From an optimization exercise on the open Yosys and OpenROAD flow, aimed at small area, a short achievable clock period and few clock cycles; shortcuts taken in it are not production practice.
In this exercise RTL edits were held to simulation tests only and were not proved equivalent to the original.

`flow/design.v`:
```
`default_nettype none
package mold_proto_pkg;
	localparam int unsigned HDR_BYTES = 20;
	localparam int unsigned LEN_BYTES = 2;
	localparam logic [15:0] EOS_MSG_CNT = 16'hFFFF;
	typedef logic [79:0] sid_t;
	typedef logic [63:0] seq_t;
	typedef logic [15:0] msg_len_t;
endpackage
`default_nettype wire
`default_nettype none
package mold_stream_pkg;
	localparam int unsigned BEAT_BYTES = 8;
	typedef logic [3:0] byte_cnt_t;
	typedef struct packed {
		logic [BEAT_BYTES*8-1:0] data;
		logic [BEAT_BYTES-1:0]   keep;
		logic                    last;
	} axis_beat_t;
	typedef struct packed {
		logic [BEAT_BYTES*8-1:0] data;
		logic [BEAT_BYTES-1:0]   mask;
		logic                    start;
		logic                    last;
		logic [79:0]             sid;
		logic [63:0]             seq;
	} msg_beat_t;
endpackage
`default_nettype wire
`default_nettype none
`timescale 1ns/1ps
module mold_parser (
	input  logic                                  clk,
	input  logic                                  nreset,
	input  logic                                  axis_tvalid_i,
	input  logic [mold_stream_pkg::BEAT_BYTES*8-1:0] axis_tdata_i,
	input  logic [mold_stream_pkg::BEAT_BYTES-1:0]   axis_tkeep_i,
	input  logic                                  axis_tlast_i,
	output logic                                  axis_tready_o,
	output logic                                  mold_msg_v_o,
	output mold_stream_pkg::msg_beat_t            mold_msg_o,
	input  logic                                  mold_msg_ready_i,
	output logic                                  eos_v_o
);
	localparam int S_HDR0  = 0;  
	localparam int S_HDR0B = 1;  
	localparam int S_HDR1  = 2;  
	localparam int S_HDR1B = 3;  
	localparam int S_LEN   = 4;  
	localparam int S_BODY  = 5;  
	localparam int S_DRAIN = 6;  
	logic [15:0][7:0] slot_q;
	logic [4:0]       wp_q, rp_q, end_q;
	logic [4:0]       cnt_q;            
	logic             end_v_q;          
	logic [6:0]       st_q, st_d;
	logic [15:0]      rem_q, rem_d;     
	logic             le8_q, le8_d;     
	logic [3:0]       need_q, need_d;   
	logic [3:0]       need2_q, need2_d;  
	logic [15:0]      mcnt_q, mcnt_d;   
	logic             one_q, one_d;     
	logic             first_q, first_d, adv_q, adv_d, eos_q;
	logic             out_v_q;
	logic [63:0]      dat_q;
	logic [7:0]       msk_q;
	logic             start_q, last_q;
	logic [79:0]      sid_q;
	logic [63:0]      seq_q;
	logic             go, fits;
	logic        ir_v_q, ir_last_q;
	logic [63:0] ir_dat_q;
	logic [3:0]  ir_k_q;
	logic [3:0]  in_k, src_k;
	logic [63:0] src_dat;
	logic        src_v, src_last, acc, wr;
	always_comb begin
		in_k = 4'd0;
		for (int i = 0; i < 8; i++) begin
			if (axis_tkeep_i[i]) in_k = 4'(i + 1);
		end
	end
	assign axis_tready_o = ~ir_v_q;
	assign acc           = axis_tvalid_i & ~ir_v_q;
	assign src_v         = ir_v_q | axis_tvalid_i;
	assign src_dat       = ir_v_q ? ir_dat_q : axis_tdata_i;
	assign src_k         = ir_v_q ? ir_k_q : in_k;
	assign src_last      = ir_v_q ? ir_last_q : axis_tlast_i;
	assign wr            = src_v & fits;
	logic [7:0][7:0] ir0, ir1, ir2;
	always_comb begin
		for (int l = 0; l < 8; l++) begin
			ir0[l] = wp_q[0] ? src_dat[8*((l+7)%8) +: 8] : src_dat[8*l +: 8];
		end
		for (int l = 0; l < 8; l++) ir1[l] = wp_q[1] ? ir0[(l+6)%8] : ir0[l];
		for (int l = 0; l < 8; l++) ir2[l] = wp_q[2] ? ir1[(l+4)%8] : ir1[l];
	end
	always_ff @(posedge clk) begin
		for (int s = 0; s < 16; s++) begin
			if (fits && (4'(s - int'(wp_q[3:0])) < 4'd8)) begin
				slot_q[s] <= ir2[s % 8];
			end
		end
	end
	always_ff @(posedge clk) begin
		if (~nreset) begin
			ir_v_q <= 1'b0;
		end else if (acc && !fits) begin
			ir_v_q <= 1'b1;
		end else if (fits) begin
			ir_v_q <= 1'b0;
		end
	end
	always_ff @(posedge clk) begin
		if (acc) begin
			ir_dat_q  <= axis_tdata_i;
			ir_k_q    <= in_k;
			ir_last_q <= axis_tlast_i;
		end
	end
	logic [15:0][7:0] ra;
	logic [14:0][7:0] rb;
	logic [12:0][7:0] rc;
	logic [11:0][7:0] win;
	always_comb begin
		for (int i = 0; i < 16; i++) ra[i] = rp_q[3] ? slot_q[(i+8)%16] : slot_q[i];
		for (int i = 0; i < 15; i++) rb[i] = rp_q[2] ? ra[(i+4)%16] : ra[i];
		for (int i = 0; i < 13; i++) rc[i] = rp_q[1] ? rb[i+2] : rb[i];
		for (int i = 0; i < 12; i++) win[i] = rp_q[0] ? rc[i+1] : rc[i];
	end
	logic [15:0] len;
	logic        len_le8;
	logic [11:0] wz, w8;
	always_comb begin
		for (int x = 0; x < 12; x++) begin
			wz[x] = win[x] == 8'd0;
			w8[x] = win[x] <= 8'd8;
		end
		case (rem_q[3:0])
			4'd0:    begin len = {win[0], win[1]};   len_le8 = wz[0] & w8[1];   end
			4'd1:    begin len = {win[1], win[2]};   len_le8 = wz[1] & w8[2];   end
			4'd2:    begin len = {win[2], win[3]};   len_le8 = wz[2] & w8[3];   end
			4'd3:    begin len = {win[3], win[4]};   len_le8 = wz[3] & w8[4];   end
			4'd4:    begin len = {win[4], win[5]};   len_le8 = wz[4] & w8[5];   end
			4'd5:    begin len = {win[5], win[6]};   len_le8 = wz[5] & w8[6];   end
			4'd6:    begin len = {win[6], win[7]};   len_le8 = wz[6] & w8[7];   end
			4'd7:    begin len = {win[7], win[8]};   len_le8 = wz[7] & w8[8];   end
			4'd8:    begin len = {win[8], win[9]};   len_le8 = wz[8] & w8[9];   end
			default: begin len = {win[10], win[11]}; len_le8 = wz[10] & w8[11]; end
		endcase
	end
	logic [4:0] edist, tail, lft_n, lft_n2;
	logic       ge_n, ge_n2;
	logic       a_h0f, a_h0p, a_h0b, a_h1p, a_h1l, a_h1n, a_h1bl, a_h1bn, a_len;
	logic       a_b8, a_bl, a_bll, a_de, a_da;
	logic       c2, c4, c8, c10, c12, cn, cn2;
	assign edist = end_q - rp_q;    
	assign tail  = wp_q - end_q;    
	assign lft_n  = cnt_q - 5'(need_q);
	assign lft_n2 = cnt_q - 5'(need2_q);
	assign ge_n   = cnt_q[4] | cnt_q[3] | (!need_q[3] && cnt_q[2:0] >= need_q[2:0]);
	assign ge_n2  = cnt_q >= 5'(need2_q);
	assign a_h0f  = st_q[S_HDR0] && cnt_q >= 5'd10;
	assign a_h0p  = st_q[S_HDR0] && cnt_q >= 5'd8 && cnt_q < 5'd10;
	assign a_h0b  = st_q[S_HDR0B] && cnt_q >= 5'd2;
	assign a_h1p  = st_q[S_HDR1] && cnt_q >= 5'd8 && cnt_q < 5'd10;
	assign a_h1l  = st_q[S_HDR1] && cnt_q >= 5'd12 && !end_v_q;
	assign a_h1n  = st_q[S_HDR1] && cnt_q >= 5'd10 && !a_h1l;
	assign a_h1bl = st_q[S_HDR1B] && cnt_q >= 5'd4 && !end_v_q;
	assign a_h1bn = st_q[S_HDR1B] && cnt_q >= 5'd2 && !a_h1bl;
	assign a_len  = st_q[S_LEN] && cnt_q >= 5'd2;
	assign a_b8   = st_q[S_BODY] && !le8_q && cnt_q >= 5'd8;
	assign a_bl   = st_q[S_BODY] && le8_q && ge_n && (one_q || !ge_n2);
	assign a_bll  = st_q[S_BODY] && le8_q && !one_q && ge_n2;
	assign a_de   = st_q[S_DRAIN] && end_v_q;
	assign a_da   = st_q[S_DRAIN] && !end_v_q;
	assign c2  = a_h0b | a_h1bn | a_len;
	assign c4  = a_h1bl;
	assign c8  = a_h0p | a_h1p | a_b8;
	assign c10 = a_h0f | a_h1n;
	assign c12 = a_h1l;
	assign cn  = a_bl;
	assign cn2 = a_bll;
	logic act;
	assign act = c2 | c4 | c8 | c10 | c12 | cn | cn2 | a_de | a_da;
	logic [4:0] lft_go, rp_go;
	always_comb begin
		lft_go = ({5{c2}}  & (cnt_q - 5'd2))
		       | ({5{c4}}  & (cnt_q - 5'd4))
		       | ({5{c8}}  & (cnt_q - 5'd8))
		       | ({5{c10}} & (cnt_q - 5'd10))
		       | ({5{c12}} & (cnt_q - 5'd12))
		       | ({5{cn}}  & lft_n)
		       | ({5{cn2}} & lft_n2)
		       | ({5{a_de}} & tail)
		       | ({5{!act}} & cnt_q);
		rp_go  = ({5{c2}}  & (rp_q + 5'd2))
		       | ({5{c4}}  & (rp_q + 5'd4))
		       | ({5{c8}}  & (rp_q + 5'd8))
		       | ({5{c10}} & (rp_q + 5'd10))
		       | ({5{c12}} & (rp_q + 5'd12))
		       | ({5{cn}}  & (rp_q + 5'(need_q)))
		       | ({5{cn2}} & (rp_q + 5'(need_q) + 5'd2))
		       | ({5{a_de}} & end_q)
		       | ({5{a_da}} & wp_q)
		       | ({5{!act}} & rp_q);
	end
	logic fits_go, fits_stay;
	assign fits_stay = cnt_q <= 5'd8;
	assign fits_go   = fits_stay | c8 | c10 | c12 | a_da
	                 | (c2 & (cnt_q <= 5'd10)) | (c4 & (cnt_q <= 5'd12))
	                 | (cn & (lft_n <= 5'd8)) | (cn2 & (lft_n2 <= 5'd8))
	                 | (a_de & (tail <= 5'd8));
	assign go        = ~out_v_q | mold_msg_ready_i;
	assign fits      = go ? fits_go : fits_stay;
	logic        beat, sid_hi_en, sid_lo_en, seq_ld, seq_inc, eos_d, end_clr, hdr1, pkt_end, take_len;
	logic [15:0] hcnt, rem_m8;
	logic        hspecial;
	logic [4:0]  c_end;
	logic [7:0]  mask;
	assign hdr1     = a_h1l | a_h1n | a_h1bl | a_h1bn;
	assign hcnt     = st_q[S_HDR1B] ? {win[0], win[1]} : {win[8], win[9]};
	assign hspecial = st_q[S_HDR1B] ? ((wz[0] & wz[1]) | (&{win[0], win[1]}))
	                                : ((wz[8] & wz[9]) | (&{win[8], win[9]}));
	assign rem_m8   = rem_q - 16'd8;
	assign beat     = a_b8 | ((a_bl | a_bll) & (need_q != 4'd0));
	assign sid_hi_en = a_h0f | a_h0p;
	assign sid_lo_en = a_h0f | a_h0b;
	assign seq_ld   = a_h1p | a_h1l | a_h1n;
	assign seq_inc  = adv_q & (a_b8 | a_bl | a_bll);
	assign eos_d    = hdr1 & (hcnt == 16'hFFFF);
	assign pkt_end  = (hdr1 & hspecial) | (a_bl & one_q);
	assign take_len = ((a_h1l | a_h1bl) & !hspecial) | a_len | a_bll;
	assign c_end    = a_h1l ? 5'd12 : a_h1n ? 5'd10 : a_h1bl ? 5'd4 : a_h1bn ? 5'd2 : 5'(need_q);
	always_comb begin
		for (int j = 0; j < 8; j++) mask[j] = 4'(j) < need_q;
	end
	always_comb begin
		st_d    = st_q;
		rem_d   = rem_q;
		le8_d   = le8_q;
		need_d  = need_q;
		need2_d = need2_q;
		mcnt_d  = mcnt_q;
		one_d   = one_q;
		first_d = first_q;
		adv_d   = adv_q;
		end_clr = 1'b0;
		if (a_h0f | a_h0b) begin
			rem_d = 16'd10;
			st_d  = 7'(1) << S_HDR1;
		end
		if (a_h0p) st_d = 7'(1) << S_HDR0B;
		if (a_h1p) begin
			rem_d = 16'd2;
			st_d  = 7'(1) << S_HDR1B;
		end
		if (hdr1) begin
			adv_d  = 1'b0;
			mcnt_d = hcnt;
			one_d  = hcnt == 16'd1;
			rem_d  = 16'd0;
			le8_d  = 1'b1;
			need_d = 4'd0;
			need2_d = 4'd2;
			st_d   = 7'(1) << S_LEN;
		end
		if (a_b8) begin
			rem_d   = rem_m8;
			le8_d   = rem_q <= 16'd16;
			need_d  = (rem_q <= 16'd16) ? rem_m8[3:0] : 4'd8;
			need2_d = (rem_q <= 16'd16) ? rem_q[3:0] - 4'd6 : 4'd10;
			first_d = 1'b0;
			adv_d   = 1'b0;
		end
		if (a_bl | a_bll) begin
			adv_d   = 1'b1;
			first_d = 1'b0;
			mcnt_d  = mcnt_q - 16'd1;
			one_d   = mcnt_q == 16'd2;
			rem_d   = 16'd0;
			le8_d   = 1'b1;
			need_d  = 4'd0;
			need2_d = 4'd2;
			st_d    = 7'(1) << S_LEN;
		end
		if (take_len) begin
			rem_d   = len;
			le8_d   = len_le8;
			need_d  = len_le8 ? len[3:0] : 4'd8;
			need2_d = len_le8 ? len[3:0] + 4'd2 : 4'd10;
			first_d = 1'b1;
			st_d    = 7'(1) << S_BODY;
		end
		if (pkt_end) begin
			if (end_v_q && edist == c_end) begin
				end_clr = 1'b1;
				st_d    = 7'(1) << S_HDR0;
			end else begin
				st_d    = 7'(1) << S_DRAIN;
			end
		end
		if (a_de) begin
			end_clr = 1'b1;
			st_d    = 7'(1) << S_HDR0;
		end
	end
	logic [4:0] wp_k;
	assign wp_k = wp_q + 5'(src_k);
	always_ff @(posedge clk) begin
		if (~nreset) begin
			st_q    <= 7'(1) << S_HDR0;
			wp_q    <= '0;
			rp_q    <= '0;
			cnt_q   <= '0;
			end_v_q <= 1'b0;
			out_v_q <= 1'b0;
			eos_q   <= 1'b0;
		end else begin
			if (wr) wp_q <= wp_k;
			if (go) begin
				rp_q  <= rp_go;
				cnt_q <= (src_v && fits_go) ? lft_go + 5'(src_k) : lft_go;
			end else begin
				cnt_q <= (src_v && fits_stay) ? cnt_q + 5'(src_k) : cnt_q;
			end
			eos_q <= go & eos_d;
			if (go) begin
				st_q    <= st_d;
				out_v_q <= beat;
			end
			if (wr && src_last) begin
				end_v_q <= 1'b1;
			end else if (go && end_clr) begin
				end_v_q <= 1'b0;
			end
		end
	end
	always_ff @(posedge clk) begin
		if (wr && src_last) end_q <= wp_k;
		if (go) begin
			rem_q   <= rem_d;
			le8_q   <= le8_d;
			need_q  <= need_d;
			need2_q <= need2_d;
			mcnt_q  <= mcnt_d;
			one_q   <= one_d;
			first_q <= first_d;
			adv_q   <= adv_d;
			for (int j = 0; j < 8; j++) dat_q[8*j +: 8] <= mask[j] ? win[j] : 8'h00;
			msk_q   <= mask;
			start_q <= first_q;
			last_q  <= le8_q;
			if (sid_hi_en) sid_q[79:16] <= {win[0], win[1], win[2], win[3], win[4], win[5], win[6], win[7]};
			if (sid_lo_en) sid_q[15:0]  <= a_h0f ? {win[8], win[9]} : {win[0], win[1]};
			if (seq_ld) begin
				seq_q <= {win[0], win[1], win[2], win[3], win[4], win[5], win[6], win[7]};
			end else if (seq_inc) begin
				seq_q <= seq_q + 64'd1;
			end
		end
	end
	assign mold_msg_v_o     = out_v_q;
	assign mold_msg_o.data  = dat_q;
	assign mold_msg_o.mask  = msk_q;
	assign mold_msg_o.start = start_q;
	assign mold_msg_o.last  = last_q;
	assign mold_msg_o.sid   = sid_q;
	assign mold_msg_o.seq   = seq_q;
	assign eos_v_o          = eos_q;
endmodule
`default_nettype wire
```
`flow/flow/run.sh`:
```
#!/bin/bash
# The standard layout with two changes to how it is optimised: the port buffers that ORFS adds
# to every input and output are made from the smallest buffer cell instead of the one
# buffer_ports picks, and timing repair aims at a setup margin of 5.2 ns.
set -euo pipefail
export BUFFER_PORTS_ARGS="-buffer_cell sky130_fd_sc_hd__buf_1"
export SETUP_SLACK_MARGIN=5.2
bash standard.sh > standard_flow.log 2>&1
```
`flow/standard.sh`:
```
#!/bin/bash
# synth_recipe.tcl (not shown) runs the flow's synth.tcl, then flattens the netlist and writes it again
# the make line also repeats each setting of config.mk as NAME=value (left out here)
make -C /OpenROAD-flow-scripts/flow DESIGN_CONFIG=/design/flow/config.mk WORK_HOME=/design/flow/orfs CLKGATE_MAP_FILE= SYNTH_SCRIPT=/design/flow/synth_recipe.tcl "${@:-finish}"
```
`flow/config.mk`:
```
export PLATFORM = sky130hd
export DESIGN_NAME = mold_parser
export DESIGN_NICKNAME = mold_parser
export VERILOG_FILES = /design/flow/design.v
export SDC_FILE = /design/flow/constraint.sdc
export NUM_CORES = 4
export LEC_CHECK = 0
export ABC_AREA = 1
export CAP_MARGIN = 20
export CORE_MARGIN = 2
export CORE_UTILIZATION = 56
export SLEW_MARGIN = 20
export TNS_END_PERCENT = 5
```
`flow/constraint.sdc`:
```
create_clock -name core_clock -period 8.5 [get_ports {clk}]
set_input_delay 1.7000 -clock core_clock [delete_from_list [all_inputs] [get_ports {clk}]]
set_output_delay 1.7000 -clock core_clock [all_outputs]
set_load 0.01 [all_outputs]
```
==> flow_summary.ini, run 1 <==
[clock_network]
cts-root-buf = clkbuf_16
cts_tree = done
clkTransAtPathRegs_ps = 60
cts-htree-levels = 2
clock_path_buffers = 3
clkLatencyLatePin_ps = 630
cts_made_buffers = 51
clock_sink_count = 489

[logic_synthesis]
syn_nets = 4234
ys.flop_type = edfxtp_1
yosysWarnings = 1
synth-edff-count = 463
syn_area_per_cell_um2 = 7.72
yosysSeqAreaShare_pct = 45.6
synth_cells = 4097
syn_area_um2 = 31600
synth-seq-cells = 489
yosysUniqueCellTypes = 58
ys_async_sr_fraction_pct = 0

[final_layout]
final_common_cell = nand2_1
drive_gt1_share_pct = 12.9
design_area_um2 = 38000
mostFrequentLayoutCells = 1079 x nand2_1, 641 x nand3_1, 463 x edfxtp_1, 380 x o21ai_0, 301 x inv_1
fillers = 4573
area_growth_pct = 20.3
nets = 4588
num_antenna_cells = 0

[floorplanning]
die_x_um = 242
core_area_um2 = 56100
io_pins = 298
start_util_pct = 56.4
die_h_um = 242
die-area_um2 = 58400
rows = 87

[timing]
rsz0062_at_grt = yes
timing.fmax_mhz = 282
timing.setup.tns_ps = 0
finalClockSkew_ps = 33.6
slew_viol_final = 0
hold_viol = 0
setup_viol = 0
max_slew.worst_pin.slew_ps = 917
finalCritPeriodShare_pct = 41.7
maxSlewHeadroom_pct = 38.2
fin_crit_ps = 3550

[critical_path]
worstPathArrival_ps = 3900
crit_fanout = 24
worstSetupEndpointType = register
worstSetupPathType = reg2reg
cp-start-kind = register
required_ps = 8860

[detailed_routing]
routed_wl_um = 128000
vias_per_cell = 6.24
drtIter0Drc = 4657
num_vias = 32700
wl_per_cell_um = 24.4
drc = 0
dr.pass1.iters = 8
final_antenna_net_count = 0

[global_routing]
grt_pass1_wl_um = 185000
grt_pass1_vias = 29600
antenna_found_initial = 1
grt_max_degree = 81
grt_remaining_overflow = 0
grt_usage_pct = 41.6

[hold_path]
min_path_type = reg2reg

[placed_design]
gp_congestion = 1.04
placed_cell_area_um2 = 33200
dp_hpwl_um = 89800
port_buffers = 297

[run_status]
status = complete, no violations

[run]
maxCapViolations = 0
[metal layers]
| metal | part of all wire (%) | global-route usage [%] |
|---|---|---|
| met5 | 0 | 0 |
| met4 | 7.4 | 23.2 |
| met3 | 11 | 7.05 |
| met2 | 44 | 64.8 |
| met1 | 37 | 55.5 |
[path summary, 6_finish.rpt]
| kind | start | cells past startpoint | to | slack (ps) |
|---|---|---|---|---|
| max reg2reg | rp_q[3] | 17 | need2_q[3] | 4950 |
| min reg2reg | first_q | 0 | start_q | 430 |
| max | rp_q[3] | 17 | need2_q[3] | 4950 |
| min | first_q | 0 | start_q | 430 |
[layout make-up]
type                       instances  area (um^2)  area share (%)
sequential                       489        14500            38.0
multi-input combinational       3059        16300            42.7
tap                              756          946            2.49
timing repair buffer             500         3240            8.51
clock buffer                      66         1380            3.64
clock inverter                    26          300           0.789
timing repair inverter             3         36.3          0.0954
inverter                         347         1420            3.74
[logic make-up after synthesis]
kind of cell	count (synthesis)	synth area share, %
AOI/OAI and AO/OA	622	10.9
DFF	489	45.6
adders and majority gates	60	2.56
buffers and inverters	553	7.14
xor gates and xnor gates	113	3.13
and+or+nand+nor	2260	30.7
[critical path: stages, from the launching register on]
cell	delay, ps
dfxtp_4	360
buf_12	160
inv_16	80
buf_16	180
nand2_1	90
nand2_1	50
o21a_1	230
nand2_1	100
nand3_1	80
nand2_1	320
o22ai_1	190
a221oi_4	400
o2111ai_2	280
ha_1	290
xor2_1	150
nand2_1	60
nand2_1	70
nand2_1	120
[metrics by stage]
stage                     utilization [%]  cells  hold slack (ps)  worst slack [ps]
after detailed placement             59.2   4995              417              3510
final                                67.9   5246              430              4950
after global routing                 67.9   5246              455              4960
after CTS                            65.2   5162              431              5030
after global placement               59.2   4995              413              3510
after floorplan                         -   4097              400              4670
[flip-flops by register name, indices dropped and copies added (netlist names), 7 cells and up]
register,count
slot_q,128
sid_q,80
dat_q,64
ir_dat_q,64
seq_q,64
mcnt_q,16
rem_q,16
msk_q,8
st_q,7
[synthesized netlist by cell type (all sizes together) (6+ instances only)]
| cell | instances | share of area, % |
|---|---|---|
| nand4 | 30 | 0.59 |
| o221ai | 7 | 0.19 |
| buf | 102 | 1.8 |
| inv | 342 | 4.1 |
| or2 | 6 | 0.12 |
| clkbuf | 104 | 1.2 |
| a221oi | 9 | 0.25 |
| nand2 | 1154 | 14 |
| nand3 | 685 | 11 |
| fa | 8 | 0.51 |
| a21oi | 61 | 0.97 |
| nor4 | 28 | 0.55 |
| o2111ai | 15 | 0.42 |
| o22ai | 44 | 0.95 |
| xor2 | 76 | 2.1 |
| nor2 | 287 | 3.5 |
| ha | 52 | 2.1 |
| edfxtp | 463 | 44 |
| o21ai | 440 | 7.0 |
| a31oi | 12 | 0.24 |
| xnor2 | 37 | 1.0 |
| o211ai | 7 | 0.17 |
| nor3 | 63 | 1.1 |
| o21a | 6 | 0.14 |
| dfxtp | 26 | 1.6 |
[timing repair]
action / CTS / global route
gates cloned: 11 / 7
setup buffers: 64 / 77
hold buffers: 0 / 0
resized for setup: 229 / 186
pin swaps: 15 / 49
endpoints found under the setup margin: 458 / 312
Testbench counts, summed over its fixed seeds: cycles 69,390.
==> inputs of run 2 (changes only) <==
==> flow/flow/run.sh (replaced) <==
#!/bin/bash
# The standard layout, with the port buffers that ORFS adds to every input and output made
# from the smallest buffer cell instead of the one buffer_ports picks on its own.
set -euo pipefail
export BUFFER_PORTS_ARGS="-buffer_cell sky130_fd_sc_hd__buf_1"
bash standard.sh > standard_flow.log 2>&1
--- a/flow/config.mk
+++ b/flow/config.mk
@@ -9,5 +9,6 @@
 export CAP_MARGIN = 20
 export CORE_MARGIN = 2
-export CORE_UTILIZATION = 56
+export CORE_UTILIZATION = 55
+export SETUP_SLACK_MARGIN = 5
 export SLEW_MARGIN = 20
 export TNS_END_PERCENT = 5
==> run 2 against run 1 <==
Cell count shrank 1.7%. Worst setup slack lost 150 ps. Still clean on timing, DRC and antenna. Utilization shrank 4.0 points. Clock skew shrank 5.7 ps. Flip-flop and latch count is the same. Register-to-register slack lost 150 ps. Highest routed layer unchanged.
==> flow_summary.ini, run 2 <==
[run_status]
status = complete, no violations

[timing]
rsz0062_at_grt = yes
timing.fmax_mhz = 270
hold_viol = 0
fin_crit_ps = 3700
finalClockSkew_ps = 27.9
setup_viol = 0
slew_viol_final = 0
finalCritPeriodShare_pct = 43.5
timing.setup.tns_ps = 0
max_slew.worst_pin.slew_ps = 1020
maxSlewHeadroom_pct = 31.7

[final_layout]
drive_gt1_share_pct = 8.34
final_common_cell = nand2_1
mostFrequentLayoutCells = 1122 x nand2_1, 667 x nand3_1, 463 x edfxtp_1, 397 x o21ai_0, 316 x inv_1
regMostFlops = slot_q
utilization_pct = 63.9
area_growth_pct = 14.3
largestRegisters = slot_q x128, sid_q x80
design_area_um2 = 36200
num_antenna_cells = 0
nets = 4498
fillers = 5035
largest_register_ffs = 128

[placed_design]
gp_congestion = 1.07
port_buffers = 297
dp_hpwl_um = 88000
placed_cell_area_um2 = 33100

[logic_synthesis]
synth_cells = 4097
yosys-top-cells-count = 1145 x nand2_1, 678 x nand3_1, 463 x edfxtp_1
ys_async_sr_fraction_pct = 0
synth.top_cell.area_share_pct = 44.0
netlist_top_cells_area = edfxtp_1 44%, nand2_1 14%, nand3_1 11%
yosysUniqueCellTypes = 58
syn_area_per_cell_um2 = 7.72
yosysMostFrequentCell = nand2_1
yosysTopAreaCell = edfxtp_1
syn_area_um2 = 31600
synth-seq-cells = 489
ys.flop_type = edfxtp_1
yosysWarnings = 1
synth-edff-count = 463
syn_nets = 4234
yosysSeqAreaShare_pct = 45.6

[run]
maxCapViolations = 0

[hold_path]
min_path_cells = 0
min_to = start_q
min_from = first_q
min_path_type = reg2reg

[global_routing]
grt_pass1_vias = 28200
grt_remaining_overflow = 0
grt_max_degree = 95
grt_pass1_wl_um = 175000
antenna_found_initial = 0
grt_usage_pct = 39.0

[critical_path]
cp-start-kind = register
worstPathArrival_ps = 4040
worstSetupEndpointType = register
r2r_cells = 11
rr_startpoint = rp_q[2]
worstSetupPathType = reg2reg
required_ps = 8850
crit_fanout = 39
reg2reg_slack_ps = 4800
timing.rr.end = rem_q[15]

[clock_network]
cts-htree-levels = 2
clkLatencyLatePin_ps = 630
clock_path_buffers = 3
cts-root-buf = clkbuf_16
cts_made_buffers = 50
clkTransAtPathRegs_ps = 70
clock_sink_count = 489
cts_tree = done

[floorplanning]
start_util_pct = 55.9
core_area_um2 = 56600
die_x_um = 244
die_h_um = 244
die-area_um2 = 59400
io_pins = 298
rows = 87

[detailed_routing]
wl_per_cell_um = 23.3
drc = 0
vias_per_cell = 6.13
num_vias = 31600
routed_wl_um = 120000
drtIter0Drc = 4514
dr.pass1.iters = 7
final_antenna_net_count = 0

[power]
run 2: final cells by class:
class                      count  area, um^2  share of cell area (%)
clock buffer                  57        1290                    3.56
clock inverter                34         357                   0.986
inverter                     347        1370                    3.78
multi-input combinational   3058       15400                    42.7
sequential                   489       14500                    40.0
tap                          756         946                    2.62
timing repair buffer         414        2310                    6.38
timing repair inverter         1        8.76                  0.0242
run 2: routing by layer:
| metal | track usage (%) | vias to the layer above | routed length (um) |
|---|---|---|---|
| li1 | - | 14600 | - |
| met2 | 59.2 | 2146 | 51900 |
| met5 | 0 | - | 0 |
| met4 | 22.6 | 0 | 8490 |
| met1 | 52.3 | 14400 | 45600 |
| met3 | 7.39 | 453 | 14000 |
run 2: cells by family (layout without fill, tap and decap cells):
kind of cell | count (synthesis) | count (layout) | synth area share [%]
AOI/OAI and AO/OA | 622 | 622 | 10.9
xor gates and xnor gates | 113 | 113 | 3.13
adders and majority gates | 60 | 60 | 2.56
buffers and inverters | 553 | 853 | 7.14
DFF | 489 | 489 | 45.6
and+or+nand+nor | 2260 | 2263 | 30.7
run 2: repair_timing:
| item | in CTS | in global routing |
|---|---|---|
| gates resized for setup | 100 | 82 |
| buffers inserted | 25 | 43 |
| setup endpoints to repair | 410 | 312 |
| hold buffers | 0 | 0 |
| pin swaps | 7 | 12 |
| gates cloned | 3 | 6 |
run 2: through the flow:
| stage | std cells | hold slack [ps] | setup WS (ps) |
|---|---|---|---|
| 2_1_floorplan | 4097 | 400 | 4630 |
| 3_3_place_gp | 4988 | 417 | 3450 |
| 3_5_place_dp | 4988 | 431 | 3220 |
| 4_1_cts | 5107 | 445 | 4700 |
| 5_1_grt | 5156 | 475 | 4720 |
| 6_report | 5156 | 438 | 4800 |
run 2: how the worst max path moves through the flow:
stage / end / startpoint / slack, ps / cells past startpoint
6_report: rem_q[15] / rp_q[2] / 4800 / 11
5_1_grt: cnt_q[4] / cnt_q[1] / 4720 / 22
3_5_place_dp: cnt_q[4] / cnt_q[2] / 3220 / 21
3_3_place_gp: cnt_q[4] / cnt_q[2] / 3450 / 22
4_1_cts: rem_q[4] / rp_q[2] / 4700 / 19
2_1_floorplan: mcnt_q[0] / mold_msg_ready_i / 4630 / 5
run 2: critical path: stages (launching register included):
cell and delay (ps):
dfxtp_4 500, buf_4 230, clkbuf_16 260, nand3_1 130
nand2_1 90, o21ai_0 170, o21ai_0 690, o22ai_1 130
nor4_1 520, o21ai_0 220, o21ai_0 310, o21ai_0 140

separate check: timing with driven ports:
Ports are ideal in the flow. The routed layouts listed here were re-timed in OpenROAD.
Step 1: set_driving_cell puts a clkbuf_16 on clk and a buf_2 on each other input, an assumption about the parent block.
Step 2 adds t to the input delays and takes it off the output delays; t is the mean of the earliest and latest rising clock arrival at the registers after step 1. Input paths then give back, and output paths get back, about the clock's delay inside the block.
Three values: ideal ports, drivers, drivers and shift; two values: the first two.
run | t, ns | setup slack, ns | clock arrival spread, ns | worst data-port slew with drivers (ns)
run 1 | 0.682 | 4.955 / 4.955 / 4.633 | 0.037 / 0.038 | 0.08
run 2 | 0.676 | 4.803 / 4.803 / 4.442 | 0.029 / 0.029 | 0.05
After both steps every run listed still meets setup and hold. The setup slack of run 2, which loses most, moves by 0.000 ns with the drivers and by -0.361 ns with both steps.
